This is an optimization exercise on Yosys and OpenROAD, whose aim is small area, not a production implementation.
The RTL was checked by simulation tests, not by an equivalence proof against the original design.
Power figures rest on the tool's default switching activity, not on a simulated workload.

**flow/config.mk**
```make
export PLATFORM = sky130hd
export DESIGN_NAME = tiger_regfile
export DESIGN_NICKNAME = tiger_regfile
export VERILOG_FILES = /design/flow/design.v
export SDC_FILE = /design/flow/constraint.sdc
export NUM_CORES = 4
export LEC_CHECK = 0
export CAP_MARGIN = 20
export CORE_MARGIN = 2
export CORE_UTILIZATION = 40
export SLEW_MARGIN = 20
export SYNTH_HIERARCHICAL = 1
```
**flow/constraint.sdc**
```tcl
create_clock -name core_clock -period 5.0 [get_ports {clk}]
set_input_delay 1.0000 -clock core_clock [delete_from_list [all_inputs] [get_ports {clk}]]
set_output_delay 1.0000 -clock core_clock [all_outputs]
set_load 0.01 [all_outputs]
```
**flow/design.v**
```verilog
package tiger_defines;
  localparam int REGNUM_W     = 5;
  localparam int NUM_REGS_DEF = 32;
  localparam int DATA_W       = 32;
  typedef enum logic {
    RF_CLEAR = 1'b0,
    RF_RUN   = 1'b1
  } rf_state_t;
endpackage
module tiger_rowin_bit (
  input  logic we,
  input  logic keep,
  input  logic wdata,
  input  logic q,
  output logic d
);
  assign d = (q & keep) | (wdata & we);
endmodule
module tiger_rowin #(
  parameter int DW = tiger_defines::DATA_W
) (
  input  logic          we,
  input  logic          keep,
  input  logic [DW-1:0] wdata,
  input  logic [DW-1:0] q,
  output logic [DW-1:0] d
);
  for (genvar i = 0; i < DW; i++) begin : g_bit
    tiger_rowin_bit u_bit (.we(we), .keep(keep), .wdata(wdata[i]), .q(q[i]), .d(d[i]));
  end
endmodule
module tiger_row #(
  parameter int DW = tiger_defines::DATA_W
) (
  input  logic          clk,
  input  logic          we,
  input  logic          keep,
  input  logic [DW-1:0] wdata,
  output logic [DW-1:0] q
);
  logic [DW-1:0] d;
  tiger_rowin #(.DW(DW)) u_in (.we(we), .keep(keep), .wdata(wdata), .q(q), .d(d));
  always_ff @(posedge clk) q <= d;
endmodule
module tiger_aoi3_bit #(
  parameter int K = 3
) (
  input  logic [K-1:0] sel,
  input  logic [K-1:0] data,
  output logic         yn
);
  assign yn = ~|(sel & data);
endmodule
module tiger_aoi3 #(
  parameter int K  = 3,
  parameter int DW = tiger_defines::DATA_W
) (
  input  logic [K-1:0]         sel,
  input  logic [K-1:0][DW-1:0] data,
  output logic [DW-1:0]        yn
);
  for (genvar b = 0; b < DW; b++) begin : g_bit
    logic [K-1:0] d;
    for (genvar i = 0; i < K; i++) begin : g_in
      assign d[i] = data[i][b];
    end
    tiger_aoi3_bit #(.K(K)) u_bit (.sel(sel), .data(d), .yn(yn[b]));
  end
endmodule
module tiger_nandn #(
  parameter int G  = 11,
  parameter int DW = tiger_defines::DATA_W
) (
  input  logic [G-1:0][DW-1:0] gn,
  output logic [DW-1:0]        y
);
  always_comb begin
    y = '1;
    for (int i = 0; i < G; i++) y &= gn[i];
    y = ~y;
  end
endmodule
module tiger_rdmux #(
  parameter int N  = 32,
  parameter int DW = tiger_defines::DATA_W
) (
  input  logic [N-1:0]         sel,
  input  logic [N-1:0][DW-1:0] data,
  output logic [DW-1:0]        y
);
  localparam int G = (N + 2) / 3;
  logic [G-1:0][DW-1:0] gn;
  for (genvar g = 0; g < G; g++) begin : g_grp
    localparam int K = (3 * g + 3 <= N) ? 3 : N - 3 * g;
    tiger_aoi3 #(.K(K), .DW(DW)) u_aoi (
      .sel(sel[3*g +: K]), .data(data[3*g +: K]), .yn(gn[g])
    );
  end
  tiger_nandn #(.G(G), .DW(DW)) u_or (.gn(gn), .y(y));
endmodule
module tiger_regfile #(
  parameter int NUM_REGS = tiger_defines::NUM_REGS_DEF
) (
  input  logic                clk,
  input  logic                reset,
  input  logic                stall,
  input  logic [tiger_defines::REGNUM_W-1:0] readRegNumA,
  input  logic [tiger_defines::REGNUM_W-1:0] readRegNumB,
  input  logic [tiger_defines::REGNUM_W-1:0] readCopNum,
  input  logic                writeRegEn,
  input  logic                writeRegEnCop,
  input  logic [tiger_defines::REGNUM_W-1:0] writeRegNum,
  input  logic [tiger_defines::DATA_W-1:0]   writeRegData,
  output logic [tiger_defines::DATA_W-1:0]   regDataA,
  output logic [tiger_defines::DATA_W-1:0]   regDataB,
  output logic [tiger_defines::DATA_W-1:0]   copData,
  output logic                initBusy
);
  localparam int DW = tiger_defines::DATA_W;
  localparam int AW = tiger_defines::REGNUM_W;
  tiger_defines::rf_state_t state;
  logic [AW-1:0]  clear_idx;
  logic           clearing;
  assign clearing = (state == tiger_defines::RF_CLEAR);
  assign initBusy = clearing;
  always_ff @(posedge clk) begin
    if (reset) begin
      state     <= tiger_defines::RF_CLEAR;
      clear_idx <= '0;
    end else if (clearing) begin
      clear_idx <= clear_idx + 1'b1;
      if (clear_idx == AW'(NUM_REGS - 1)) state <= tiger_defines::RF_RUN;
    end
  end
  logic [NUM_REGS-1:0] gpr_we, cop_we;
  logic [DW-1:0]       bank_wdata;
  assign bank_wdata = writeRegData & {DW{~clearing}};
  always_comb begin
    for (int r = 0; r < NUM_REGS; r++) begin
      gpr_we[r] = clearing | (!reset && writeRegEn    && writeRegNum == AW'(r));
      cop_we[r] = clearing | (!reset && writeRegEnCop && writeRegNum == AW'(r));
    end
  end
  logic [NUM_REGS-1:0][DW-1:0] gpr_q, cop_q;
  assign gpr_q[0] = '0;
  for (genvar r = 1; r < NUM_REGS; r++) begin : g_gpr
    tiger_row #(.DW(DW)) u_row (
      .clk(clk), .we(gpr_we[r]), .keep(~gpr_we[r]), .wdata(bank_wdata), .q(gpr_q[r])
    );
  end
  for (genvar r = 0; r < NUM_REGS; r++) begin : g_cop
    tiger_row #(.DW(DW)) u_row (
      .clk(clk), .we(cop_we[r]), .keep(~cop_we[r]), .wdata(bank_wdata), .q(cop_q[r])
    );
  end
  logic zero, load, hold;
  assign zero = reset | clearing;
  assign load = !zero && !stall;
  assign hold = !zero && stall;
  logic [NUM_REGS-1:0] sel_a, sel_b, sel_c;
  always_comb begin
    for (int r = 0; r < NUM_REGS; r++) begin
      sel_a[r] = load && readRegNumA == AW'(r);
      sel_b[r] = load && readRegNumB == AW'(r);
      sel_c[r] = load && readCopNum  == AW'(r);
    end
    sel_a[0] = hold;    
    sel_b[0] = hold;
  end
  logic [DW-1:0] nxt_a, nxt_b, nxt_c;
  tiger_rdmux #(.N(NUM_REGS), .DW(DW)) u_mux_a (
    .sel(sel_a), .data({gpr_q[NUM_REGS-1:1], regDataA}), .y(nxt_a)
  );
  tiger_rdmux #(.N(NUM_REGS), .DW(DW)) u_mux_b (
    .sel(sel_b), .data({gpr_q[NUM_REGS-1:1], regDataB}), .y(nxt_b)
  );
  tiger_rdmux #(.N(NUM_REGS + 1), .DW(DW)) u_mux_c (
    .sel({sel_c, hold}), .data({cop_q, copData}), .y(nxt_c)
  );
  always_ff @(posedge clk) begin
    regDataA <= nxt_a;
    regDataB <= nxt_b;
    copData  <= nxt_c;
  end
endmodule
```
**flow/run.sh**
```bash
#!/bin/bash
# synth_recipe.tcl (not shown) runs the flow's synth.tcl, then flattens the netlist and writes it again
# the make line also repeats each setting of config.mk as NAME=value (left out here)
make -C /OpenROAD-flow-scripts/flow DESIGN_CONFIG=/design/flow/config.mk WORK_HOME=/design/flow/orfs CLKGATE_MAP_FILE= SYNTH_SCRIPT=/design/flow/synth_recipe.tcl finish
```
==> out/qor.csv, run 1 <==
stage,metric,value,unit
layout,final_cell_mix,"2117 x dfxtp_1, 2016 x a22o_1, 992 x a222oi_1",
clock_tree,numCtsBuffers,208,
floorplanning,die-area,191000,sq um
place,dp_cells,8881,
synthesis,synth_xor_area_share,0.0350,%
layout,fin_cells,9282,
synthesis,avgSynthCellArea,12.6,sq um
floorplanning,ios,154,
sta,rsz0062_at_grt,false,
power_and_ir_drop,power_leakage,32.7,nW
synthesis,synthSimpleGateAreaFrac,4.41,%
floorplanning,die_h,437,microns
power_and_ir_drop,pwr-share-comb,0.5,%
place,dp_hpwl,202000,microns
setup_path,worstPathRequired,5.81,ns
routing,via_count,69804,
sta,worst_clock_skew,0.0414,ns
global_routing,grt_max_degree,65,
place,io_buffers,153,
status,status,"complete, no violations",
layout,fillers,16667,
clock_tree,cts-root-buf,clkbuf_16,
synthesis,synth_nets,6024,
setup_path,setup.worst_path.start,reset,
setup_path,startpoint_type,input port,
sta,final-max-slew-violation-count,0,
layout,area_delta_synth_final,21.0,%
routing,viasPerCell,7.52,
layout,drive_gt1_share,13.5,%
clock_tree,postCtsSetupRepairBufs,0,
floorplanning,core_area,187000,sq um
synthesis,async_flop_share,0,%
setup_path,r2r-start,state$_SDFF_PP0_,
routing,drc,0,
floorplanning,die_w,437,microns
sta,final-hold-violation-count,0,
setup_path,cp_cell_sequence,"clkdlybuf4s50_1, nor3b_1, nand3_1, nor2_4, a222oi_1, nand4_1, or3_1",
clock_tree,post_cts_resized,0,
layout,nNetsFinal,6655,
sta,setup-violations-final,0,
layout,final_common_cell,dfxtp_1,
power_and_ir_drop,swShare,21.1,%
sta,fmax,260,MHz
setup_path,crit_slowest_cell,nor2_4,
synthesis,muxShareOfSynthArea,0.0266,%
power_and_ir_drop,seq_power_share,50.4,%
routing,drt-total-wl,348000,microns
floorplanning,row_count,159,
min_path,min_path_type,flop to flop,
layout,finish.utilization,48.6,%
setup_path,critPathMaxFanout,30,
setup_path,crit_arrival,4.66,ns
synthesis,synth_top_family_by_area,compound AO/OA/AOI/OAI gates,
power_and_ir_drop,p_sw,7.06,mW
setup_path,r2r_cells,6,
sta,final.min_clock_period,3.85,ns
sta,tightest_slew,1.23,ns
clock_tree,htree_levels,4,
sta,timing.slew.headroom,17.5,%
setup_path,reg2reg_to,regDataA[5]$_DFF_P_,
setup_path,ff2ff_setup_slack,1.32,ns
synthesis,synthAdderAreaFrac,0.0333,%
global_routing,track_usage,34.5,%
routing,wl_per_cell,37.4,microns
routing,ant_nets,0,
synthesis,ys_ff_latch,2118,
global_routing,first_global_vias,66541,
job,cap_viol_max_count,0,
synthesis,synth_edf_count,0,
clock_tree,clock_latency,0.87,ns
power_and_ir_drop,ir_drop,0.308,mV
synthesis,syn-cell-area,75100,sq um
global_routing,grt_pass1_wl,490000,microns
synthesis,ys_seq_area_share,56.4,%
setup_path,criticalPathCategory,input port to flop,
floorplanning,start_util,40.1,%
power_and_ir_drop,p_int,26.4,mW
synthesis,synthDistinctLibCells,34,
clock_tree,clk_pin_slew,0.06,ns
place,place_congestion,0.951,
clock_tree,cts_tree,built,
routing,firstDrtPassIters,14,
power_and_ir_drop,pwr-share-clk,49.1,%
synthesis,ys_warn_count,9,
sta,fin_tns_setup,0,ns
setup_path,cp-end-kind,flop,
synthesis,ys.flop_type,dfxtp_1,
global_routing,antenna_found_initial,48,
setup_path,setup.worst_path.end,regDataA[5]$_DFF_P_,
routing,drt_first_iter_violations,13137,
synthesis,syn_inst,5965,
setup_path,crit_path_max_incr_delay,0.98,ns
clock_tree,cts_sinks,2118,
synthesis,synth-compound-area-share,38.8,%
power_and_ir_drop,power.density,369,nW/um^2
sta,finalCritPeriodShare,77.0,%
global_routing,grt_overflow_total,0,
clock_tree,holdBufCountCts,0,
clock_tree,cts_buffer_depth,3,
-- critical path: cells and delay by family --
kind,cells,cell delay (ns)
buffers and inverters,1,0.67
and+or+nand+nor,5,2.73
AOI/OAI and AO/OA,1,0.23
-- Yosys cell counts (5+ instances only) --
cell type / number / area (sq um)
a222oi_1: 992 / 9930
a22o_1: 2016 / 17700
a22oi_2: 64 / 801
and2_1: 33 / 206
buf_1: 7 / 26.3
buf_2: 12 / 60.1
clkbuf_1: 20 / 75.1
dfxtp_1: 2118 / 42400
inv_1: 5 / 18.8
nand2_1: 21 / 78.8
nand2b_1: 6 / 37.5
nand3_1: 114 / 571
nand4_1: 196 / 1230
nor2_1: 106 / 398
nor3b_1: 6 / 45.0
o21a_1: 59 / 443
o21ai_0: 58 / 290
o21ai_1: 5 / 25.0
or3_1: 96 / 601
-- cells by family (layout without fill, tap and decap cells) --
family / after synthesis / after routing
adders and majority gates: 2 / 2
other: 0 / 23
DFF: 2118 / 2118
and+or+nand+nor: 599 / 599
muxes: 2 / 2
xor gates and xnor gates: 3 / 3
buffers and inverters: 47 / 846
AOI/OAI and AO/OA: 3194 / 3194
-- per-stage QoR --
step                setup slack, ns  power (mW)  area, sq um  hold slack (ns)
floorplan                     0.319        17.3        75100            0.455
global placement              0.441        17.4        83700            0.465
detailed placement            0.436        17.4        83700            0.469
CTS                            1.29        33.5        90800            0.485
global route                   1.11        34.2        90900            0.493
finish                         1.15        33.5        90900            0.483
-- state kept, by name (all words and copies together), names as in the netlist --
register / cells
regDataB: 32
regDataA: 32
clear_idx: 5
state: 1
copData: 32
g_cop.u_row.q: 1024
g_gpr.u_row.q: 992
-- final cells by class --
cell class                      instances  area, sq um  area share, %
Clock buffer                          313         6300           6.94
Sequential cell                      2118        42400           46.7
Clock inverter                         65          851          0.936
Timing Repair Buffer                  463         4440           4.89
Inverter                                5         18.8         0.0206
Multi-Input combinational cell       3800        33700           37.1
Tap cell                             2495         3120           3.43
Antenna cell                           23         57.6         0.0633
-- per-layer routing --
metal	up-vias	routed length, microns	track usage [%]
met5	-	114	0
met2	5330	150000	51.9
met3	1150	39700	7.93
met4	18	31200	27.3
met1	34931	127000	42.6
li1	28375	-	-
-- power by group through the flow --
stage,combinational [mW],sequential [mW],clock [mW]
after detailed placement,0.164,17.3,0
after CTS,0.165,16.9,16.5
final,0.166,16.9,16.5
after global routing,0.172,16.9,17.2
after global placement,0.163,17.3,0
after floorplan,0.0412,17.3,0
-- Yosys stat by module, one instance, submodules excluded, a selection --
| module | cells inside | flip-flops and latches |
|---|---|---|
| tiger_regfile | 493 | 102 |
| tiger_rowin_bit | 1 | 0 |
-- worst min-delay path by stage --
| stage | from | to | cells after the start |
|---|---|---|---|
| after global routing | g_cop[23].u_row.q[20]$_DFF_P_ | g_cop[23].u_row.q[20]$_DFF_P_ | 1 |
| after CTS | g_cop[6].u_row.q[2]$_DFF_P_ | g_cop[6].u_row.q[2]$_DFF_P_ | 1 |
| after floorplan | g_cop[11].u_row.q[0]$_DFF_P_ | g_cop[11].u_row.q[0]$_DFF_P_ | 1 |
| final | g_cop[23].u_row.q[3]$_DFF_P_ | g_cop[23].u_row.q[3]$_DFF_P_ | 1 |
| after detailed placement | g_cop[2].u_row.q[2]$_DFF_P_ | g_cop[2].u_row.q[2]$_DFF_P_ | 1 |
| after global placement | g_cop[11].u_row.q[15]$_DFF_P_ | g_cop[11].u_row.q[15]$_DFF_P_ | 1 |
==> run 2: changes to the inputs <==
--- a/flow/config.mk
+++ b/flow/config.mk
@@ -10,2 +10,4 @@
 export CORE_UTILIZATION = 40
+export CTS_CLUSTER_DIAMETER = 150
+export CTS_CLUSTER_SIZE = 26
 export SLEW_MARGIN = 20
==> run 2 against run 1 <==
First-iteration DRC count grew 2.4%; clock skew shrank 0.0046 ns; flip-flop and latch count is the same; via count shrank 1.3%; sequential power is essentially flat; register-to-register slack is essentially flat; hold slack gained 0.0081 ns; global-route usage shrank 0.35 points; synthesized cell count is the same; critical endpoint unchanged.
==> out/qor.csv, run 2 <==
stage,metric,value,unit,change
clock_tree,clock_latency,0.81,ns,-0.06 ns
layout,reg_top3,"g_cop.u_row.q (1024), g_gpr.u_row.q (992)",,
global_routing,track_usage,34.2,%,-0.35 points
synthesis,synth_edf_count,0,,unchanged
layout,finish.utilization,46.0,%,-2.5 points
layout,regMostFlops,g_cop.u_row.q,,
floorplanning,ios,154,,unchanged
sta,setup-violations-final,0,,unchanged
synthesis,ys_warn_count,9,,unchanged
setup_path,setup.worst_path.end,regDataA[5]$_DFF_P_,,
synthesis,synth_nets,6024,,unchanged
setup_path,worstPathRequired,5.73,ns,-0.08 ns
floorplanning,die_h,437,microns,unchanged
setup_path,crit_arrival,4.65,ns,about the same
routing,ant_nets,0,,unchanged
sta,fin_tns_setup,0,ns,unchanged
layout,final_common_cell,dfxtp_1,,
global_routing,grt_max_degree,65,,unchanged
clock_tree,holdBufCountCts,0,,unchanged
synthesis,yosys.area.top_type,dfxtp_1,,
clock_tree,cts_sinks,2118,,unchanged
routing,top_layer,met5,,
power_and_ir_drop,power_leakage,30.4,nW,-7.2%
synthesis,synth.top_cells.by_area,"dfxtp_1 56%, a22o_1 23%, a222oi_1 13%",,
clock_tree,numCtsBuffers,91,,-56%
setup_path,r2r_cells,6,,unchanged
sta,rsz0062_at_grt,false,,
setup_path,ff2ff_setup_slack,1.32,ns,about the same
routing,drc,0,,unchanged
clock_tree,htree_levels,3,,-1
synthesis,syn-cell-area,75100,sq um,unchanged
routing,wl_met3,39800,microns,+0.22%
synthesis,syn_inst,5965,,unchanged
clock_tree,cts-root-buf,clkbuf_16,,
global_routing,antenna_found_initial,57,,+19%
routing,firstDrtPassIters,13,,-1
setup_path,reg2reg_to,regDataA[5]$_DFF_P_,,
min_path,min_path_type,flop to flop,,
synthesis,async_flop_share,0,%,unchanged
job,cap_viol_max_count,0,,unchanged
routing,met1Wirelength,125000,microns,-1.7%
setup_path,cp-end-kind,flop,,
sta,final-max-slew-violation-count,0,,unchanged
floorplanning,row_count,159,,unchanged
routing,via_count,68893,,-1.3%
routing,drt-total-wl,344000,microns,-1.1%
sta,final-hold-violation-count,0,,unchanged
layout,drive_gt1_share,10.4,%,-3.1 points
routing,wl_met2,148000,microns,-1.2%
sta,worst_clock_skew,0.0367,ns,-0.00464 ns
power_and_ir_drop,ir_drop,0.303,mV,-1.9%
floorplanning,core_area,187000,sq um,unchanged
sta,tightest_slew,1.27,ns,+0.0330 ns
synthesis,avgSynthCellArea,12.6,sq um,unchanged
global_routing,first_global_vias,64980,,-2.3%
synthesis,synthDistinctLibCells,34,,unchanged
routing,drt_first_iter_violations,13450,,+2.4%
floorplanning,die_w,437,microns,unchanged
floorplanning,start_util,40.1,%,unchanged
sta,fmax,255,MHz,-1.8%
synthesis,synth_common_cells,"2118 x dfxtp_1, 2016 x a22o_1, 992 x a222oi_1, 196 x nand4_1, 114 x nand3_1",,
sta,finalCritPeriodShare,78.4,%,+1.4 points
synthesis,ys_ff_latch,2118,,unchanged
synthesis,ys_seq_area_share,56.4,%,unchanged
global_routing,grt_overflow_total,0,,unchanged
sta,final.min_clock_period,3.92,ns,+0.0722 ns
layout,nNetsFinal,6538,,-1.8%
layout,area_delta_synth_final,14.7,%,
layout,final_cell_mix,"2117 x dfxtp_1, 2016 x a22o_1, 992 x a222oi_1",,
routing,wl_per_cell,38.2,microns,+1.9%
place,place_congestion,0.951,,unchanged
routing,viasPerCell,7.65,,+1.7%
place,io_buffers,153,,unchanged
setup_path,r2r-start,state$_SDFF_PP0_,,
clock_tree,postCtsSetupRepairBufs,0,,unchanged
status,status,"complete, no violations",,
setup_path,criticalPathCategory,input port to flop,,
clock_tree,cts_buffer_depth,3,,unchanged
synthesis,yosys.area.top_type_share,56.4,%,unchanged
clock_tree,clk_pin_slew,0.10,ns,+0.04 ns
setup_path,setup.worst_path.start,reset,,
setup_path,startpoint_type,input port,,
synthesis,ys.flop_type,dfxtp_1,,
global_routing,grt_pass1_wl,485000,microns,-0.94%
clock_tree,post_cts_resized,0,,unchanged
sta,timing.slew.headroom,15.4,%,-2.1 points
power_and_ir_drop,power.density,301,nW/um^2,-18%
layout,largest_reg_flops,1024,,unchanged
clock_tree,cts_tree,built,,
setup_path,critPathMaxFanout,30,,unchanged
synthesis,synth.most_common_cell,dfxtp_1,,
place,dp_hpwl,202000,microns,unchanged
floorplanning,die-area,191000,sq um,unchanged
## run 2: cells by family (layout without fill, tap and decap cells)
kind of cell / count (synthesis) / in the layout / synth area share, %
and+or+nand+nor: 599 / 599 / 4.41
AOI/OAI and AO/OA: 3194 / 3194 / 38.8
muxes: 2 / 2 / 0.0266
adders and majority gates: 2 / 2 / 0.0333
xor gates and xnor gates: 3 / 3 / 0.0350
buffers and inverters: 47 / 568 / 0.280
DFF: 2118 / 2118 / 56.4
other: 0 / 25 / 0
## run 2: routing by layer
| metal | GRT usage [%] | vias to the layer above |
|---|---|---|
| met5 | 0.454 | - |
| met4 | 27.2 | 22 |
| met3 | 7.74 | 1099 |
| met2 | 51.0 | 5269 |
| met1 | 42.4 | 34527 |
| li1 | - | 27976 |
## run 2: cell type report
type | instances | area, sq um
Antenna cell | 25 | 62.6
Clock buffer | 94 | 2330
Clock inverter | 6 | 123
Fill cell | 17003 | 101000
Inverter | 5 | 18.8
Multi-Input combinational cell | 3800 | 33700
Sequential cell | 2118 | 42400
Tap cell | 2495 | 3120
Timing Repair Buffer | 463 | 4440
## run 2: per-module statistics from Yosys (local to each module, per instance), a selection
module,flip-flops and latches,cell area (sq um),cells,times used
tiger_regfile,102,4110,493,1
tiger_rowin_bit,0,8.76,1,2016
## run 2: metrics by stage
| step | cell area [sq um] | total power, mW | std cells | setup slack [ns] | hold slack [ns] |
|---|---|---|---|---|---|
| floorplan | 75100 | 17.3 | 5965 | 0.319 | 0.455 |
| global placement | 83700 | 17.4 | 8880 | 0.441 | 0.465 |
| detailed placement | 83700 | 17.4 | 8881 | 0.436 | 0.469 |
| CTS | 86100 | 26.0 | 8981 | 1.28 | 0.494 |
| global route | 86200 | 26.6 | 8995 | 1.07 | 0.504 |
| finish | 86200 | 26.0 | 9006 | 1.08 | 0.491 |
## run 2: worst min path at each step
stage                     depth (start not counted)                           from  slack [ns]                       endpoint
after CTS                                         1   g_cop[7].u_row.q[15]$_DFF_P_        0.49   g_cop[7].u_row.q[15]$_DFF_P_
after floorplan                                   1   g_cop[11].u_row.q[0]$_DFF_P_        0.45   g_cop[11].u_row.q[0]$_DFF_P_
after global routing                              1    g_cop[0].u_row.q[7]$_DFF_P_        0.50    g_cop[0].u_row.q[7]$_DFF_P_
after global placement                            1  g_cop[11].u_row.q[15]$_DFF_P_        0.46  g_cop[11].u_row.q[15]$_DFF_P_
after detailed placement                          1    g_cop[2].u_row.q[2]$_DFF_P_        0.47    g_cop[2].u_row.q[2]$_DFF_P_
final                                             1  g_cop[15].u_row.q[26]$_DFF_P_        0.49  g_cop[15].u_row.q[26]$_DFF_P_
## run 2: worst max-delay path, cell delays in order
cell,delay [ns]
clkdlybuf4s50_1,0.67
nor3b_1,0.51
nand3_1,0.42
nor2_4,0.99
a222oi_1,0.23
nand4_1,0.60
or3_1,0.20
## run 2: where the power goes
group          internal (mW)  switching (mW)  total [mW]
Clock                   3.40            5.55        8.95
Sequential              16.9         0.00179        16.9
Combinational         0.0586           0.108       0.166
==> run 3: changes to the inputs <==
--- a/flow/config.mk
+++ b/flow/config.mk
@@ -7,8 +7,8 @@
 export LEC_CHECK = 0
-export CAP_MARGIN = 20
+export CAP_MARGIN = 0
 export CORE_MARGIN = 2
-export CORE_UTILIZATION = 40
+export CORE_UTILIZATION = 65
 export CTS_CLUSTER_DIAMETER = 150
 export CTS_CLUSTER_SIZE = 26
-export SLEW_MARGIN = 20
+export SLEW_MARGIN = 0
 export SYNTH_HIERARCHICAL = 1
==> run 3 against run 2 <==
Now fails the layout checks on max-capacitance violations, max-slew violations; cell area decreased by 2.4%; sequential power about the same; critical path depth rose by 2; clock power decreased by 2.8%; first-iteration DRC count is 27% higher; routed wire length is 5.3% lower; fmax is 13% lower; via count grew 3.4%; clock skew grew 0.00090 ns; worst setup slack got worse by 0.57 ns; critical endpoint is now regDataB[24]$_DFF_P_; highest routed layer unchanged.
==> out/qor.csv, run 3 <==
stage,metric,value,unit,change
sta,finalCritPeriodShare,89.8,%,+11 points
synthesis,yosys.area.top_type,dfxtp_1,,
clock_tree,clk_pin_slew,0.10,ns,about the same
layout,fillers,8049,,-53%
setup_path,cp_cell_sequence,"clkdlybuf4s50_1, nor2b_1, buf_4, nand4_1, nor2_2, buf_4, a222oi_1, nand4_1, or3_1",,
synthesis,ys.flop_type,dfxtp_1,,
min_path,holdCritStartpoint,g_cop[30].u_row.q[20]$_DFF_P_,,
synthesis,ys_warn_count,9,,unchanged
floorplanning,row_count,124,,-22%
routing,viasPerCell,8.89,,+16%
status,status,"complete, but fails checks",,
status,check-failures,"max-capacitance violations, max-slew violations",,
sta,fmax,223,MHz,-13%
clock_tree,cts-root-buf,clkbuf_16,,
clock_tree,cts_sinks,2118,,unchanged
synthesis,ys_seq_area_share,56.4,%,unchanged
synthesis,syn_inst,5965,,unchanged
setup_path,crit_slowest_cell,nand4_1,,
setup_path,ff2ff_setup_slack,1.04,ns,-0.28 ns
clock_tree,numCtsBuffers,91,,unchanged
setup_path,crit_buf_inv,3,,+2
synthesis,yosys.area.top_type_share,56.4,%,unchanged
layout,area_delta_synth_final,12.0,%,
synthesis,synthDistinctLibCells,34,,unchanged
global_routing,use_met2,72.4,%,+21 points
layout,regArea,42400,sq um,unchanged
layout,largest_reg_flops,1024,,unchanged
power_and_ir_drop,power_leakage,30.2,nW,-0.61%
floorplanning,die_w,344,microns,-21%
layout,multi_input_area,33400,sq um,-0.77%
setup_path,critical_path.top_delay_family,simple AND/OR/NAND/NOR gates,,
routing,ant_nets,0,,unchanged
routing,firstDrtPassIters,22,,+9
global_routing,grt_use_met3,21.5,%,+14 points
global_routing,use_met1,63.2,%,+21 points
layout,final_common_cell,dfxtp_1,,
sta,setup-violations-final,0,,unchanged
floorplanning,start_util,65.6,%,+25 points
setup_path,critPathMaxFanout,12,,-60%
clock_tree,clock_latency,0.78,ns,-0.03 ns
layout,reg_top3,"g_cop.u_row.q (1024), g_gpr.u_row.q (992)",,
synthesis,async_flop_share,0,%,unchanged
clock_tree,post_cts_resized,0,,unchanged
synthesis,avgSynthCellArea,12.6,sq um,unchanged
setup_path,criticalPathCategory,input port to flop,,
synthesis,synth_edf_count,0,,unchanged
sta,rsz0062_at_grt,false,,
clock_tree,postCtsSetupRepairBufs,0,,unchanged
place,place_congestion,1.04,,+9.0%
routing,drc,0,,unchanged
sta,final-max-slew-violation-count,33,,+33
floorplanning,ios,154,,unchanged
setup_path,cp-end-kind,flop,,
floorplanning,die_h,344,microns,-21%
synthesis,synth.top_cells.by_area,"dfxtp_1 56%, a22o_1 23%, a222oi_1 13%",,
layout,nNetsFinal,6527,,-0.17%
global_routing,busiest_layer,met2,,
clock_tree,holdBufCountCts,0,,unchanged
setup_path,r2r_cells,7,,+1
sta,final-hold-violation-count,0,,unchanged
setup_path,r2r-start,state$_SDFF_PP0_,,
sta,timing.slew.headroom,-0.350,%,-16 points
place,post_dp_cell_area,81600,sq um,-2.5%
floorplanning,die-area,118000,sq um,-38%
setup_path,reg2reg_to,regDataA[9]$_DFF_P_,,
sta,worst_clock_skew,0.0376,ns,+0.000895 ns
clock_tree,cts_buffer_depth,3,,unchanged
global_routing,first_global_vias,65610,,+0.97%
routing,wl_per_cell,40.6,microns,+6.4%
clock_tree,cts_tree,built,,
place,dp_hpwl,190000,microns,-5.8%
global_routing,grt_max_degree,68,,+4.6%
synthesis,synth_common_cells,"2118 x dfxtp_1, 2016 x a22o_1, 992 x a222oi_1, 196 x nand4_1, 114 x nand3_1",,
clock_tree,htree_levels,3,,unchanged
sta,final.min_clock_period,4.49,ns,+0.570 ns
power_and_ir_drop,power,25.7,mW,-0.94%
synthesis,synth_nets,6024,,unchanged
global_routing,antenna_found_initial,55,,-3.5%
global_routing,track_usage,52.9,%,+19 points
place,io_buffers,153,,unchanged
power_and_ir_drop,power.density,306,nW/um^2,+1.5%
min_path,hold_depth,1,,unchanged
layout,final_area,84100,sq um,-2.4%
min_path,holdPathEnd,g_cop[30].u_row.q[20]$_DFF_P_,,
min_path,min_path_type,flop to flop,,
global_routing,grt_pass1_wl,463000,microns,-4.6%
job,cap_viol_max_count,1,,+1
sta,tightest_slew,1.50,ns,+0.235 ns
setup_path,crit_arrival,5.16,ns,+0.51 ns
routing,via_count,71268,,+3.4%
global_routing,grt_overflow_total,0,,unchanged
synthesis,synth.most_common_cell,dfxtp_1,,
power_and_ir_drop,ir_drop,0.288,mV,-4.6%
sta,fin_tns_setup,0,ns,unchanged
layout,final_cell_mix,"2117 x dfxtp_1, 2016 x a22o_1, 992 x a222oi_1",,
setup_path,worstPathRequired,5.67,ns,-0.06 ns
synthesis,ys_ff_latch,2118,,unchanged
synthesis,syn-cell-area,75100,sq um,unchanged
routing,drt_first_iter_violations,17080,,+27%
floorplanning,core_area,115000,sq um,-39%
setup_path,startpoint_type,input port,,
setup_path,crit_path_max_incr_delay,1.00,ns,about the same
layout,regMostFlops,g_cop.u_row.q,,
layout,drive_gt1_share,10.2,%,-0.24 points
routing,drt-total-wl,326000,microns,-5.3%
[run 3: cell counts after synthesis]
No cell type changed its count.
[run 3: worst max-delay path by stage]
stage          start                           end  slack (ns)  cells after the start
2_1_floorplan  reset  g_cop[15].u_row.q[0]$_DFF_P_        0.32                      4
3_3_place_gp   reset          regDataA[27]$_DFF_P_        0.44                      9
3_5_place_dp   reset          regDataA[27]$_DFF_P_        0.48                      9
4_1_cts        reset          regDataA[27]$_DFF_P_        1.22                      9
5_1_grt        stall          regDataA[12]$_DFF_P_        0.49                      8
6_report       reset          regDataB[24]$_DFF_P_        0.51                      9
[run 3: stage by stage]
stage | std cells | worst slack [ns] | util (%) | hold slack [ns]
floorplan | 5965 | 0.319 | - | 0.455
global placement | 7887 | 0.439 | 71.3 | 0.464
detailed placement | 7887 | 0.478 | 71.3 | 0.469
CTS | 7987 | 1.22 | 73.4 | 0.492
global route | 7995 | 0.487 | 73.4 | 0.503
finish | 8020 | 0.510 | 73.5 | 0.492
[run 3: per-module statistics from Yosys (local to each module, per instance), excerpt]
module,times used,flops+latches,cells inside,area [sq um]
tiger_regfile,1,102,493,4110
tiger_rowin_bit,2016,0,1,8.76
[run 3: kinds of logic after synthesis]
group	share of synthesized area, %
compound gates	38.8
xor+xnor	0.0350
fa+ha+maj	0.0333
buf+inv	0.280
flops	56.4
mux	0.0266
simple gates	4.41
[run 3: final cells by class]
cell class | instances | area share (%)
clock inverters | 5 | 0.0877
multi-input cells | 3800 | 39.7
well taps | 1512 | 2.25
diodes | 33 | 0.0981
repair buffers | 452 | 4.61
flip-flops and latches | 2118 | 50.4
clock buffers | 95 | 2.80
inverters | 5 | 0.0223
[run 3: power by group]
| part | internal (mW) | switching (mW) | leakage, nW | total [mW] |
|---|---|---|---|---|
| clock | 3.40 | 5.30 | 1.19 | 8.70 |
| sequential | 16.9 | 0.00177 | 17.0 | 16.9 |
| combinational | 0.0558 | 0.113 | 12.0 | 0.169 |
| total | 20.3 | 5.42 | 30.2 | 25.7 |
[run 3: routing by layer]
layer  vias to the layer above  share of wire [%]
met5                         -              0.082
met4                        40                 12
met3                      1921                 16
met2                      7237                 39
met1                     34118                 32
li1                      27952                  -
[run 3: worst reg2reg max path: stages (launching register included)]
cell and delay [ns]:
dfxtp_4 0.48, nor2b_1 0.21, buf_4 0.20, nand4_1 0.67, nor2_2 1.41, a222oi_1 0.34
nand3_1 0.41, or3_1 0.17
==> run 4: changes to the inputs <==
==> flow/flow/run.sh (new file) <==
#!/bin/bash
# Standard ORFS layout (the standard.sh, standard synthesis unchanged) with two changes:
#  - port buffers use the smallest buffer cell instead of the default choice;
#  - clock tree synthesis without dummy loads, with larger sink clusters.
set -euo pipefail
export BUFFER_PORTS_ARGS="-buffer_cell sky130_fd_sc_hd__buf_1"
export CTS_ARGS="-sink_clustering_enable -repair_clock_nets -dont_use_dummy_load -sink_clustering_size 26 -sink_clustering_max_diameter 150"
bash standard.sh > standard.log 2>&1
==> flow/standard.sh (new file) <==
#!/bin/bash
# synth_recipe.tcl (not shown) runs the flow's synth.tcl, then flattens the netlist and writes it again
# the make line also repeats each setting of config.mk as NAME=value (left out here)
make -C /OpenROAD-flow-scripts/flow DESIGN_CONFIG=/design/flow/config.mk WORK_HOME=/design/flow/orfs CLKGATE_MAP_FILE= SYNTH_SCRIPT=/design/flow/synth_recipe.tcl "${@:-finish}"
removed: flow/run.sh
==> run 4 against run 3 <==
Still fails the layout checks on max-capacitance violations, max-slew violations; area after synthesis unchanged; fmax up 14%; clock power down 2%; cell count down 0.71%; critical endpoint is now regDataA[19]$_DFF_P_; sequential power about the same; critical path type unchanged; sequential share of layout area up 0.79 points; via count down 1.3%; clock skew up 0.0075 ns.
==> out/qor.csv, run 4 <==
stage,metric,value,unit,change
place,io_buffers,153,,unchanged
sta,finalCritPeriodShare,79.0,%,-11 points
place,dp_cells,7851,,-0.46%
synthesis,syn_inst,5965,,unchanged
synthesis,avgSynthCellArea,12.6,sq um,unchanged
layout,final_cell_mix,"2117 x dfxtp_1, 2016 x a22o_1, 992 x a222oi_1",,
layout,area_delta_synth_final,10.2,%,
setup_path,worstPathRequired,5.68,ns,about the same
power_and_ir_drop,swShare,21.0,%,-0.057 points
routing,ant_nets,0,,unchanged
floorplanning,die_w,344,microns,unchanged
layout,largest_reg_flops,1024,,unchanged
floorplanning,die_h,344,microns,unchanged
global_routing,first_global_vias,65546,,-0.098%
clock_tree,htree_levels,3,,unchanged
clock_tree,cts-root-buf,clkbuf_16,,
sta,timing.slew.headroom,-3.64,%,-3.3 points
layout,drive_gt1_share,9.55,%,-0.63 points
place,place_congestion,1.05,,+1.5%
synthesis,synthDistinctLibCells,34,,unchanged
sta,final-hold-violation-count,0,,unchanged
global_routing,grt_pass1_wl,453000,microns,-2.2%
routing,drt-total-wl,319000,microns,-2.1%
floorplanning,start_util,65.6,%,unchanged
setup_path,startpoint_type,input port,,
global_routing,antenna_found_initial,44,,-20%
routing,firstDrtPassIters,22,,unchanged
job,cap_viol_max_count,1,,unchanged
synthesis,yosys.area.top_type,dfxtp_1,,
routing,drt_first_iter_violations,16510,,-3.3%
clock_tree,cts_sinks,2118,,unchanged
clock_tree,cts_tree,built,,
synthesis,synth.top_cells.by_area,"dfxtp_1 56%, a22o_1 23%, a222oi_1 13%",,
synthesis,ys.flop_type,dfxtp_1,,
power_and_ir_drop,pwr-share-clk,33.4,%,-0.4 points
synthesis,ys_ff_latch,2118,,unchanged
power_and_ir_drop,p_sw,5.36,mW,-1.1%
global_routing,track_usage,51.4,%,-1.5 points
layout,finish.utilization,72.4,%,-1.1 points
routing,via_count,70311,,-1.3%
layout,nNetsFinal,6491,,-0.55%
clock_tree,clock_latency,0.75,ns,-0.03 ns
clock_tree,numCtsBuffers,91,,unchanged
sta,hold_slack,0.490,ns,-0.00183 ns
setup_path,critPathMaxFanout,15,,+3
sta,setup_slack,1.05,ns,+0.542 ns
power_and_ir_drop,power.density,308,nW/um^2,+0.70%
clock_tree,cts_buffer_depth,3,,unchanged
sta,fmax,253,MHz,+14%
synthesis,synth_nets,6024,,unchanged
synthesis,yosys.area.top_type_share,56.4,%,unchanged
sta,setup-violations-final,0,,unchanged
clock_tree,post_cts_resized,0,,unchanged
sta,final-max-slew-violation-count,33,,unchanged
sta,final.min_clock_period,3.95,ns,-0.542 ns
power_and_ir_drop,power,25.5,mW,-0.85%
routing,viasPerCell,8.83,,-0.64%
power_and_ir_drop,pwr-share-comb,0.5,%,-0.2 points
setup_path,cp-end-kind,flop,,
sta,fin_tns_setup,0,ns,unchanged
routing,wl_per_cell,40.0,microns,-1.4%
setup_path,criticalPathCategory,input port to flop,,
status,check-failures,"max-capacitance violations, max-slew violations",,
floorplanning,core_area,115000,sq um,unchanged
clock_tree,clk_pin_slew,0.10,ns,about the same
layout,regMostFlops,g_cop.u_row.q,,
floorplanning,ios,154,,unchanged
layout,reg_top3,"g_cop.u_row.q (1024), g_gpr.u_row.q (992)",,
place,place_ws,0.765,ns,+0.287 ns
setup_path,crit_arrival,4.63,ns,-0.53 ns
power_and_ir_drop,power_leakage,29.6,nW,-2.0%
routing,drc,0,,unchanged
floorplanning,die-area,118000,sq um,unchanged
power_and_ir_drop,ir_drop,0.292,mV,+1.3%
synthesis,async_flop_share,0,%,unchanged
place,post_dp_cell_area,80500,sq um,-1.4%
synthesis,syn-cell-area,75100,sq um,unchanged
power_and_ir_drop,p_int,20.2,mW,-0.78%
floorplanning,row_count,124,,unchanged
layout,final_common_cell,dfxtp_1,,
synthesis,synth_edf_count,0,,unchanged
clock_tree,holdBufCountCts,0,,unchanged
synthesis,synth.most_common_cell,dfxtp_1,,
clock_tree,postCtsSetupRepairBufs,0,,unchanged
sta,rsz0062_at_grt,false,,
synthesis,ys_seq_area_share,56.4,%,unchanged
synthesis,ys_warn_count,9,,unchanged
status,status,"complete, but fails checks",,
sta,worst_clock_skew,0.0451,ns,+0.00752 ns
sta,tightest_slew,1.55,ns,+0.0493 ns
global_routing,grt_overflow_total,0,,unchanged
layout,final_area,82800,sq um,-1.5%
layout,fillers,8232,,+2.3%
setup_path,ff2ff_setup_slack,1.11,ns,+0.07 ns
layout,fin_cells,7963,,-0.71%
synthesis,synth_common_cells,"2118 x dfxtp_1, 2016 x a22o_1, 992 x a222oi_1, 196 x nand4_1, 114 x nand3_1",,
min_path,min_path_type,flop to flop,,
global_routing,grt_max_degree,138,,+100%
power_and_ir_drop,seq_power_share,66.1,%,+0.6 points
place,dp_hpwl,182000,microns,-4.2%
run 4: cell counts after synthesis:
No cell type changed its count.
run 4: cells by family (layout without fill, tap and decap cells):
| logic type | Yosys count | after routing | share of synthesized area, % |
|---|---|---|---|
| adder cells (fa/ha/maj) | 2 | 2 | 0.0333 |
| AO/OA/AOI/OAI | 3194 | 3194 | 38.8 |
| flip-flops | 2118 | 2118 | 56.4 |
| multiplexers | 2 | 2 | 0.0266 |
| XOR/XNOR | 3 | 3 | 0.0350 |
| buffers and inverters | 47 | 512 | 0.280 |
| other | 0 | 21 | 0 |
| AND/OR/NAND/NOR | 599 | 599 | 4.41 |
run 4: Yosys stat by module (local to each module, per instance), excerpt:
module           times used  cells inside  cell area [sq um]  flops+latches
tiger_rowin_bit        2016             1               8.76              0
tiger_regfile             1           493               4110            102
run 4: worst max-delay path: stages:
cell and delay (ns):
buf_1 0.35, nor3b_1 0.62, nand3_1 0.37, nor2_2 0.84
buf_4 0.41, buf_4 0.21, a222oi_1 0.12, nand4_1 0.49
or3_1 0.19
run 4: path summary, 6_finish.rpt:
path,cells after the start,startpoint,to
setup / recovery,9,reset,regDataA[19]$_DFF_P_
hold / removal,1,g_cop[13].u_row.q[0]$_DFF_P_,g_cop[13].u_row.q[0]$_DFF_P_
setup reg to reg,8,state$_SDFF_PP0_,regDataA[19]$_DFF_P_
hold reg to reg,1,g_cop[13].u_row.q[0]$_DFF_P_,g_cop[13].u_row.q[0]$_DFF_P_
run 4: area by class of cell:
cell class / instances / area (sq um) / share of cell area, %
Timing Repair Buffer: 416 / 2690 / 3.24
Inverter: 5 / 18.8 / 0.0227
Antenna cell: 21 / 52.6 / 0.0634
Sequential cell: 2118 / 42400 / 51.2
Multi-Input combinational cell: 3800 / 33500 / 40.5
Clock buffer: 91 / 2280 / 2.75
Tap cell: 1512 / 1890 / 2.28
run 4: power by group through the flow:
stage | Clock, mW | Combinational, mW | Sequential [mW]
CTS | 8.43 | 0.119 | 16.9
detailed placement | 0 | 0.119 | 17.3
global placement | 0 | 0.117 | 17.3
finish | 8.52 | 0.129 | 16.9
global route | 8.98 | 0.130 | 16.9
floorplan | 0 | 0.0412 | 17.3
run 4: per-layer routing:
layer	up-vias	routed length, microns	global-route usage (%)
met3	1632	51400	20.4
met5	-	260	0.0401
met1	34076	105000	61.5
met2	6694	127000	71.4
met4	42	34700	45.1
li1	27867	-	-
==> run 5: changes to the inputs <==
--- a/flow/design.v
+++ b/flow/design.v
@@ -9,3 +9,4 @@
 endpackage
-module tiger_rowin_bit (
+module tiger_cell (
+  input  logic clk,
   input  logic we,
@@ -13,19 +14,5 @@
   input  logic wdata,
-  input  logic q,
-  output logic d
+  output logic q
 );
-  assign d = (q & keep) | (wdata & we);
-endmodule
-module tiger_rowin #(
-  parameter int DW = tiger_defines::DATA_W
-) (
-  input  logic          we,
-  input  logic          keep,
-  input  logic [DW-1:0] wdata,
-  input  logic [DW-1:0] q,
-  output logic [DW-1:0] d
-);
-  for (genvar i = 0; i < DW; i++) begin : g_bit
-    tiger_rowin_bit u_bit (.we(we), .keep(keep), .wdata(wdata[i]), .q(q[i]), .d(d[i]));
-  end
+  always_ff @(posedge clk) q <= ~((q | we) & (wdata | keep));
 endmodule
@@ -40,5 +27,5 @@
 );
-  logic [DW-1:0] d;
-  tiger_rowin #(.DW(DW)) u_in (.we(we), .keep(keep), .wdata(wdata), .q(q), .d(d));
-  always_ff @(posedge clk) q <= d;
+  for (genvar i = 0; i < DW; i++) begin : g_bit
+    tiger_cell u_cell (.clk(clk), .we(we), .keep(keep), .wdata(wdata[i]), .q(q[i]));
+  end
 endmodule
@@ -69,2 +56,11 @@
 endmodule
+module tiger_nandn_bit #(
+  parameter int G = 11
+) (
+  input  logic [G-1:0] gn,
+  input  logic         inv,
+  output logic         y
+);
+  assign y = ~&gn ^ inv;
+endmodule
 module tiger_nandn #(
@@ -74,8 +70,11 @@
   input  logic [G-1:0][DW-1:0] gn,
+  input  logic                 inv,
   output logic [DW-1:0]        y
 );
-  always_comb begin
-    y = '1;
-    for (int i = 0; i < G; i++) y &= gn[i];
-    y = ~y;
+  for (genvar b = 0; b < DW; b++) begin : g_bit
+    logic [G-1:0] g;
+    for (genvar i = 0; i < G; i++) begin : g_in
+      assign g[i] = gn[i][b];
+    end
+    tiger_nandn_bit #(.G(G)) u_bit (.gn(g), .inv(inv), .y(y[b]));
   end
@@ -88,13 +87,16 @@
   input  logic [N-1:0][DW-1:0] data,
+  input  logic                 inv,
   output logic [DW-1:0]        y
 );
-  localparam int G = (N + 2) / 3;
+  localparam int G3 = N / 3;
+  localparam int G  = G3 + N % 3;
   logic [G-1:0][DW-1:0] gn;
   for (genvar g = 0; g < G; g++) begin : g_grp
-    localparam int K = (3 * g + 3 <= N) ? 3 : N - 3 * g;
+    localparam int K  = (g < G3) ? 3 : 1;
+    localparam int LO = (g < G3) ? 3 * g : 3 * G3 + (g - G3);
     tiger_aoi3 #(.K(K), .DW(DW)) u_aoi (
-      .sel(sel[3*g +: K]), .data(data[3*g +: K]), .yn(gn[g])
+      .sel(sel[LO +: K]), .data(data[LO +: K]), .yn(gn[g])
     );
   end
-  tiger_nandn #(.G(G), .DW(DW)) u_or (.gn(gn), .y(y));
+  tiger_nandn #(.G(G), .DW(DW)) u_or (.gn(gn), .inv(inv), .y(y));
 endmodule
@@ -125,2 +127,7 @@
   assign initBusy = clearing;
+  logic phase;
+  always_ff @(posedge clk) begin
+    if (reset) phase <= 1'b0;
+    else       phase <= ~phase;
+  end
   always_ff @(posedge clk) begin
@@ -136,3 +143,3 @@
   logic [DW-1:0]       bank_wdata;
-  assign bank_wdata = writeRegData & {DW{~clearing}};
+  assign bank_wdata = (writeRegData & {DW{~clearing}}) ^ {DW{phase}};
   always_comb begin
@@ -155,6 +162,9 @@
   end
-  logic zero, load, hold;
-  assign zero = reset | clearing;
-  assign load = !zero && !stall;
-  assign hold = !zero && stall;
+  logic zero, load, hold, inv_a, inv_b, inv_c;
+  assign zero   = reset | clearing;
+  assign load   = !zero && !stall;
+  assign hold   = !zero && stall;
+  assign inv_a  = load && phase && readRegNumA != '0;
+  assign inv_b  = load && phase && readRegNumB != '0;
+  assign inv_c  = load && phase;
   logic [NUM_REGS-1:0] sel_a, sel_b, sel_c;
@@ -171,9 +181,9 @@
   tiger_rdmux #(.N(NUM_REGS), .DW(DW)) u_mux_a (
-    .sel(sel_a), .data({gpr_q[NUM_REGS-1:1], regDataA}), .y(nxt_a)
+    .sel(sel_a), .data({gpr_q[NUM_REGS-1:1], regDataA}), .inv(inv_a), .y(nxt_a)
   );
   tiger_rdmux #(.N(NUM_REGS), .DW(DW)) u_mux_b (
-    .sel(sel_b), .data({gpr_q[NUM_REGS-1:1], regDataB}), .y(nxt_b)
+    .sel(sel_b), .data({gpr_q[NUM_REGS-1:1], regDataB}), .inv(inv_b), .y(nxt_b)
   );
   tiger_rdmux #(.N(NUM_REGS + 1), .DW(DW)) u_mux_c (
-    .sel({sel_c, hold}), .data({cop_q, copData}), .y(nxt_c)
+    .sel({sel_c, hold}), .data({cop_q, copData}), .inv(inv_c), .y(nxt_c)
   );
--- a/flow/config.mk
+++ b/flow/config.mk
@@ -7,8 +7,8 @@
 export LEC_CHECK = 0
-export CAP_MARGIN = 0
+export CAP_MARGIN = 20
 export CORE_MARGIN = 2
-export CORE_UTILIZATION = 65
+export CORE_UTILIZATION = 50
 export CTS_CLUSTER_DIAMETER = 150
 export CTS_CLUSTER_SIZE = 26
-export SLEW_MARGIN = 0
+export SLEW_MARGIN = 20
 export SYNTH_HIERARCHICAL = 1
==> run 5 against run 4 <==
Total power up 13%; global-route usage fell by 8.6 points; the run now finishes clean; cell count grew 7.4%; register-to-register slack improved by 0.19 ns; critical path type unchanged; routed wire length rose by 2.9%; clock skew rose by 0.026 ns.
==> out/qor.csv, run 5 <==
stage,metric,value,unit,change
status,status,"complete, no violations",,
routing,viasPerCell,8.12,,-8.0%
place,place_congestion,1.07,,+2.2%
clock_tree,clk_pin_slew,0.10,ns,about the same
clock_tree,cts_buffer_depth,3,,unchanged
setup_path,critPathMaxFanout,32,,+17
routing,firstDrtPassIters,12,,-45%
power_and_ir_drop,power_leakage,27.4,nW,-7.6%
setup_path,worstPathRequired,5.61,ns,-0.07 ns
floorplanning,die_h,382,microns,+11%
sta,hold_slack,0.448,ns,-0.0424 ns
layout,regMostFlops,g_cop.u_row.g_bit.u_cell.q,,
sta,final-max-slew-violation-count,0,,-100%
job,cap_viol_max_count,0,,-1
floorplanning,die_w,382,microns,+11%
clock_tree,cts_sinks,2119,,+0.047%
sta,setup-violations-final,0,,unchanged
sta,fin_tns_setup,0,ns,unchanged
place,dp_hpwl,187000,microns,+2.9%
synthesis,ys_warn_count,8,,-1
synthesis,synth_edf_count,0,,unchanged
layout,area_delta_synth_final,12.1,%,
sta,final-hold-violation-count,0,,unchanged
synthesis,async_flop_share,0,%,unchanged
global_routing,antenna_found_initial,7,,-84%
clock_tree,holdBufCountCts,0,,unchanged
layout,nNetsFinal,6715,,+3.5%
global_routing,grt_max_degree,120,,-13%
setup_path,criticalPathCategory,input port to flop,,
layout,final_cell_mix,"2117 x dfxtp_1, 2016 x o22ai_1, 992 x a222oi_1",,
routing,drc,0,,unchanged
synthesis,synthDistinctLibCells,33,,-2.9%
floorplanning,row_count,138,,+11%
global_routing,grt_pass1_wl,464000,microns,+2.3%
layout,largest_reg_flops,1024,,unchanged
clock_tree,cts_tree,built,,
synthesis,synth_common_cells,"2119 x dfxtp_1, 2016 x o22ai_1, 992 x a222oi_1, 257 x nand4_1, 178 x nand2_1",,
floorplanning,start_util,50.4,%,-15 points
power_and_ir_drop,power.density,359,nW/um^2,+17%
clock_tree,numCtsBuffers,91,,unchanged
sta,worst_clock_skew,0.0716,ns,+0.0265 ns
setup_path,crit_arrival,4.72,ns,+0.09 ns
sta,timing.slew.headroom,12.0,%,+16 points
synthesis,syn-cell-area,71400,sq um,-5.0%
setup_path,cp-end-kind,flop,,
global_routing,first_global_vias,65147,,-0.61%
routing,via_count,69464,,-1.2%
synthesis,ys.flop_type,dfxtp_1,,
clock_tree,post_cts_resized,0,,unchanged
synthesis,syn_inst,6164,,+3.3%
synthesis,yosys.area.top_type,dfxtp_1,,
synthesis,ys_ff_latch,2119,,+0.047%
synthesis,avgSynthCellArea,11.6,sq um,-8.1%
setup_path,startpoint_type,input port,,
layout,reg_top3,"g_cop.u_row.g_bit.u_cell.q (1024), g_gpr.u_row.g_bit.u_cell.q (992)",,
routing,wl_per_cell,38.3,microns,-4.2%
synthesis,ys_seq_area_share,59.4,%,+3.0 points
sta,tightest_slew,1.32,ns,-0.234 ns
global_routing,track_usage,42.8,%,-8.6 points
synthesis,synth.most_common_cell,dfxtp_1,,
sta,rsz0062_at_grt,false,,
routing,ant_nets,0,,unchanged
floorplanning,ios,154,,unchanged
synthesis,synth_nets,6223,,+3.3%
clock_tree,postCtsSetupRepairBufs,0,,unchanged
routing,drt-total-wl,328000,microns,+2.9%
clock_tree,cts-root-buf,clkbuf_16,,
clock_tree,htree_levels,3,,unchanged
routing,drt_first_iter_violations,15234,,-7.7%
min_path,min_path_type,flop to flop,,
floorplanning,core_area,142000,sq um,+24%
layout,final_common_cell,dfxtp_1,,
sta,finalCritPeriodShare,82.3,%,+3.3 points
place,io_buffers,153,,unchanged
synthesis,yosys.area.top_type_share,59.4,%,+3.0 points
clock_tree,clock_latency,0.77,ns,+0.02 ns
global_routing,grt_overflow_total,0,,unchanged
power_and_ir_drop,ir_drop,0.356,mV,+22%
sta,fmax,243,MHz,-4.0%
synthesis,synth.top_cells.by_area,"dfxtp_1 59%, o22ai_1 18%, a222oi_1 14%",,
layout,drive_gt1_share,10.3,%,+0.73 points
floorplanning,die-area,146000,sq um,+23%
sta,final.min_clock_period,4.11,ns,+0.165 ns
[run 5: cell types whose count changed after synthesis, sizes merged, moves of 96 or more]
cell   previous run  this run
a22o           2016         0
o22ai             0      2016
nand2            21       178
xnor2             1       129
nor3              3       102
or3              96         0
[run 5: routing by layer]
| layer | part of all wire, % | GRT usage (%) |
|---|---|---|
| met5 | 0.057 | 0 |
| met4 | 10 | 37.0 |
| met3 | 11 | 9.66 |
| met2 | 43 | 64.1 |
| met1 | 35 | 52.0 |
[run 5: Yosys stat by module (local to each module, per instance), excerpt]
module         cell area, sq um  times used  flip-flops and latches
tiger_cell                 26.3        2016                       1
tiger_regfile              4450           1                     103
[run 5: metrics by stage]
stage	cells	setup WS (ns)	utilization, %	area, sq um	total power, mW
finish	8554	0.887	56.5	80000	28.7
floorplan	6164	0.0109	-	71400	19.9
global placement	8451	0.342	54.9	77700	20.4
global route	8546	0.925	56.5	80000	29.5
detailed placement	8451	0.315	54.9	77700	20.5
CTS	8542	1.12	56.5	79900	28.7
[run 5: final timing paths]
check                                              from                                         end  slack, ns  cells past startpoint
max                                               reset                         copData[29]$_DFF_P_       0.89                      9
min          g_cop[20].u_row.g_bit[17].u_cell.q$_DFF_P_  g_cop[20].u_row.g_bit[17].u_cell.q$_DFF_P_       0.45                      1
max reg2reg                            state$_SDFF_PP0_                         copData[29]$_DFF_P_       1.30                      8
min reg2reg  g_cop[20].u_row.g_bit[17].u_cell.q$_DFF_P_  g_cop[20].u_row.g_bit[17].u_cell.q$_DFF_P_       0.45                      1
[run 5: area by class of cell]
type                    instances  area, sq um
inverters                       5         18.8
clock buffers                  91         2280
repair buffers                444         2990
multi-input cells            3995        29900
diodes                         10         25.0
flip-flops and latches       2119        42400
well taps                    1890         2360
fillers                     12270        61600
[run 5: worst max-delay path: stages]
cell and delay (ns):
buf_1 0.74, and4bb_2 0.35, nand2_1 0.36, nor2_2 0.04
buf_4 0.25, a222oi_1 0.74, nand4_1 0.72, nor3_2 0.38
xnor2_1 0.10
[run 5: logic make-up after synthesis]
| family | synth area share, % |
|---|---|
| compound gates | 32.7 |
| flops | 59.4 |
| simple gates | 5.92 |
| xor+xnor | 1.61 |
| buf+inv | 0.321 |
| mux | 0.0280 |
| fa+ha+maj | 0.0350 |
[run 5: where the power goes]
part	switching [mW]	leakage [nW]	internal (mW)
Clock	5.29	1.12	3.27
Combinational	0.857	8.46	0.446
Sequential	0.792	17.8	18.1
Total	6.94	27.4	21.8
==> run 6: changes to the inputs <==
--- a/flow/config.mk
+++ b/flow/config.mk
@@ -9,3 +9,3 @@
 export CORE_MARGIN = 2
-export CORE_UTILIZATION = 50
+export CORE_UTILIZATION = 58
 export CTS_CLUSTER_DIAMETER = 150
==> run 6 against run 5 <==
Clock skew down 0.0088 ns; clock power down 0.5%; routed wire length down 2.7%; first-iteration DRC count up 1.9%; critical endpoint is now copData[26]$_DFF_P_; sequential power about the same; highest routed layer unchanged; fmax up 2.6%; still clean; critical path type is now flop to flop.
==> out/qor.csv, run 6 <==
stage,metric,value,unit,change
place,io_buffers,153,,unchanged
place,dp_cells,8203,,-2.9%
sta,setup-violations-final,0,,unchanged
global_routing,antenna_found_initial,8,,+1
synthesis,syn-cell-area,71400,sq um,unchanged
synthesis,synth.top_cells.by_area,"dfxtp_1 59%, o22ai_1 18%, a222oi_1 14%",,
setup_path,critPathMaxFanout,38,,+19%
min_path,min_path_type,flop to flop,,
setup_path,worstPathRequired,5.61,ns,about the same
min_path,holdPathEnd,g_cop[5].u_row.g_bit[6].u_cell.q$_DFF_P_,,
layout,fin_cells,8303,,-2.9%
synthesis,synthDistinctLibCells,33,,unchanged
layout,regMostFlops,g_cop.u_row.g_bit.u_cell.q,,
floorplanning,core_area,122000,sq um,-14%
power_and_ir_drop,power.density,360,nW/um^2,+0.35%
floorplanning,die_h,355,microns,-7.1%
global_routing,grt_overflow_total,0,,unchanged
status,status,"complete, no violations",,
sta,fin_tns_setup,0,ns,unchanged
setup_path,cp-end-kind,flop,,
sta,timing.slew.headroom,18.9,%,+6.9 points
global_routing,first_global_vias,66060,,+1.4%
setup_path,r2r_cells,9,,+1
synthesis,ys_seq_area_share,59.4,%,unchanged
setup_path,ff2ff_setup_slack,0.99,ns,-0.31 ns
setup_path,startpoint_type,flop,,
routing,viasPerCell,8.52,,+4.9%
synthesis,syn_inst,6164,,unchanged
place,post_dp_cell_area,77300,sq um,-0.42%
power_and_ir_drop,seq_power_share,65.8,%,about the same
power_and_ir_drop,pwr-share-comb,4.5,%,about the same
job,cap_viol_max_count,0,,unchanged
setup_path,setup.worst_path.start,state$_SDFF_PP0_,,
layout,largest_reg_flops,1024,,unchanged
layout,reg_top3,"g_cop.u_row.g_bit.u_cell.q (1024), g_gpr.u_row.g_bit.u_cell.q (992)",,
layout,final_common_cell,dfxtp_1,,
global_routing,track_usage,48.3,%,+5.5 points
power_and_ir_drop,p_int,21.8,mW,about the same
power_and_ir_drop,pwr-share-clk,29.7,%,about the same
floorplanning,start_util,58.5,%,+8.1 points
sta,worst_clock_skew,0.0628,ns,-0.00881 ns
layout,finish.utilization,65.3,%,+8.8 points
sta,fmax,249,MHz,+2.6%
power_and_ir_drop,power_leakage,27.5,nW,+0.42%
clock_tree,clock_latency,0.77,ns,about the same
floorplanning,ios,154,,unchanged
synthesis,async_flop_share,0,%,unchanged
synthesis,ys_warn_count,8,,unchanged
sta,final.min_clock_period,4.01,ns,-0.104 ns
clock_tree,post_cts_resized,0,,unchanged
global_routing,grt_pass1_wl,455000,microns,-1.9%
sta,finalCritPeriodShare,80.2,%,-2.1 points
power_and_ir_drop,swShare,24.1,%,-0.030 points
layout,final_cell_mix,"2117 x dfxtp_1, 2016 x o22ai_1, 992 x a222oi_1",,
synthesis,yosys.area.top_type_share,59.4,%,unchanged
sta,rsz0062_at_grt,false,,
place,place_congestion,1.04,,-2.8%
layout,fillers,9938,,-19%
synthesis,synth_edf_count,0,,unchanged
routing,drt-total-wl,319000,microns,-2.7%
layout,nNetsFinal,6733,,+0.27%
setup_path,reg2reg_to,copData[26]$_DFF_P_,,
clock_tree,cts_sinks,2119,,unchanged
setup_path,criticalPathCategory,flop to flop,,
min_path,hold_depth,1,,unchanged
routing,via_count,70749,,+1.8%
synthesis,synth.most_common_cell,dfxtp_1,,
clock_tree,postCtsSetupRepairBufs,0,,unchanged
routing,firstDrtPassIters,14,,+2
synthesis,avgSynthCellArea,11.6,sq um,unchanged
clock_tree,cts_buffer_depth,3,,unchanged
sta,final-hold-violation-count,0,,unchanged
routing,drt_first_iter_violations,15528,,+1.9%
min_path,holdCritStartpoint,g_cop[5].u_row.g_bit[6].u_cell.q$_DFF_P_,,
synthesis,synth_nets,6223,,unchanged
floorplanning,row_count,128,,-7.2%
synthesis,synth_common_cells,"2119 x dfxtp_1, 2016 x o22ai_1, 992 x a222oi_1, 257 x nand4_1, 178 x nand2_1",,
power_and_ir_drop,ir_drop,0.385,mV,+8.1%
clock_tree,htree_levels,3,,unchanged
clock_tree,holdBufCountCts,0,,unchanged
synthesis,ys_ff_latch,2119,,unchanged
sta,tightest_slew,1.21,ns,-0.106 ns
clock_tree,numCtsBuffers,91,,unchanged
layout,final_area,79700,sq um,-0.40%
layout,drive_gt1_share,10.5,%,+0.26 points
clock_tree,clk_pin_slew,0.10,ns,about the same
clock_tree,cts-root-buf,clkbuf_16,,
place,dp_hpwl,183000,microns,-2.2%
synthesis,yosys.area.top_type,dfxtp_1,,
clock_tree,cts_tree,built,,
setup_path,crit_arrival,4.62,ns,-0.10 ns
global_routing,grt_max_degree,131,,+9.2%
routing,ant_nets,0,,unchanged
setup_path,r2r-start,state$_SDFF_PP0_,,
floorplanning,die-area,126000,sq um,-14%
floorplanning,die_w,355,microns,-7.1%
layout,area_delta_synth_final,11.6,%,
sta,final-max-slew-violation-count,0,,unchanged
routing,drc,0,,unchanged
synthesis,ys.flop_type,dfxtp_1,,
routing,wl_per_cell,38.4,microns,+0.21%
power_and_ir_drop,p_sw,6.92,mW,-0.18%
## run 6: cell counts after synthesis
No cell type changed its count.
## run 6: worst max-delay path by stage
| stage | cells past startpoint | end |
|---|---|---|
| 2_1_floorplan | 7 | copData[0]$_DFF_P_ |
| 3_3_place_gp | 10 | copData[15]$_DFF_P_ |
| 3_5_place_dp | 10 | copData[15]$_DFF_P_ |
| 6_report | 9 | copData[26]$_DFF_P_ |
| 4_1_cts | 9 | copData[15]$_DFF_P_ |
| 5_1_grt | 9 | copData[26]$_DFF_P_ |
## run 6: routing by layer
| layer | GRT usage [%] | up-vias | part of all wire [%] |
|---|---|---|---|
| li1 | - | 28640 | - |
| met1 | 58.8 | 34178 | 34 |
| met2 | 69.7 | 6285 | 41 |
| met3 | 11.8 | 1644 | 14 |
| met4 | 46.4 | 2 | 12 |
| met5 | 0 | - | 0.0041 |
## run 6: metrics by stage
step	setup slack, ns	hold WS, ns	power, mW
2_1_floorplan	0.0109	0.421	19.9
3_5_place_dp	0.743	0.436	20.5
6_report	0.991	0.446	28.7
4_1_cts	1.34	0.447	28.6
5_1_grt	0.992	0.459	29.4
3_3_place_gp	0.768	0.428	20.4
## run 6: layout make-up
cell class | instances | area [sq um] | area share (%)
multi-input cells | 3995 | 29800 | 37.4
inverters | 5 | 18.8 | 0.0235
flip-flops and latches | 2119 | 42400 | 53.2
well taps | 1625 | 2030 | 2.55
repair buffers | 462 | 3090 | 3.87
clock buffers | 91 | 2280 | 2.86
diodes | 6 | 15.0 | 0.0188
## run 6: per-module statistics from Yosys, one instance, submodules excluded, excerpt
| module | flip-flops and latches | times used | cells inside |
|---|---|---|---|
| tiger_cell | 1 | 2016 | 2 |
| tiger_regfile | 103 | 1 | 532 |
## run 6: logic make-up (layout without fill, tap and decap cells)
logic type	count (synthesis)	after routing	share of synthesized area, %
AO/OA/AOI/OAI	3132	3132	32.7
flip-flops	2119	2119	59.4
AND/OR/NAND/NOR	728	728	5.92
XOR/XNOR	131	131	1.61
buffers and inverters	50	558	0.321
adder cells (fa/ha/maj)	2	2	0.0350
multiplexers	2	2	0.0280
other	0	6	0
## run 6: power by group through the flow
stage / combinational, mW / sequential, mW / clock (mW)
3_3_place_gp: 1.19 / 19.2 / 0
6_report: 1.31 / 18.9 / 8.52
5_1_grt: 1.39 / 19.0 / 9.03
3_5_place_dp: 1.26 / 19.2 / 0
4_1_cts: 1.25 / 18.9 / 8.45
2_1_floorplan: 0.904 / 19.0 / 0
## run 6: critical path, cell delays in order, from the launching register on
cell and delay (ns):
dfxtp_4 0.68, nor4b_2 0.53, buf_4 0.23, nand3b_1 0.21, nor2_2 0.93, buf_4 0.36
a222oi_1 0.13, nand4_1 0.55, nor3_2 0.11, xnor2_1 0.15

-- afterwards: timing with drivers on the ports --
No port has a modelled driver above. Below, the same layouts with a new extraction and two added sets of constraints.
Step 1: set_driving_cell puts a clkbuf_16 on clk and a buf_2 on each other input, an assumption about the parent block.
Step 2 moves the port delays by t, midway between the first and last clock arrival at a register: inputs arrive t later, outputs are due t later. That takes back most of the time a late clock gives input paths.
Slacks: no drivers / after step 1 / after step 2; pairs: no drivers / after step 1.
run	t (ns)	slack for setup (ns)	clock arrival spread, ns	worst register clock-pin slew, ns
run 1	0.938	1.152 / 1.194 / 0.256	0.043 / 0.042	0.07 / 0.07
run 2	0.873	1.079 / 1.123 / 0.251	0.042 / 0.043	0.12 / 0.12
run 3	0.844	0.510 / 0.551 / -0.293	0.046 / 0.046	0.11 / 0.11
run 4	0.811	1.052 / 1.109 / 0.302	0.049 / 0.050	0.11 / 0.11
run 5	0.816	0.887 / 0.936 / 0.121	0.075 / 0.075	0.11 / 0.11
run 6	0.818	0.991 / 0.991 / 0.341	0.074 / 0.075	0.11 / 0.11
For run 1, which loses most, drivers alone change the setup slack by +0.042 ns; drivers and shift together by -0.896 ns.
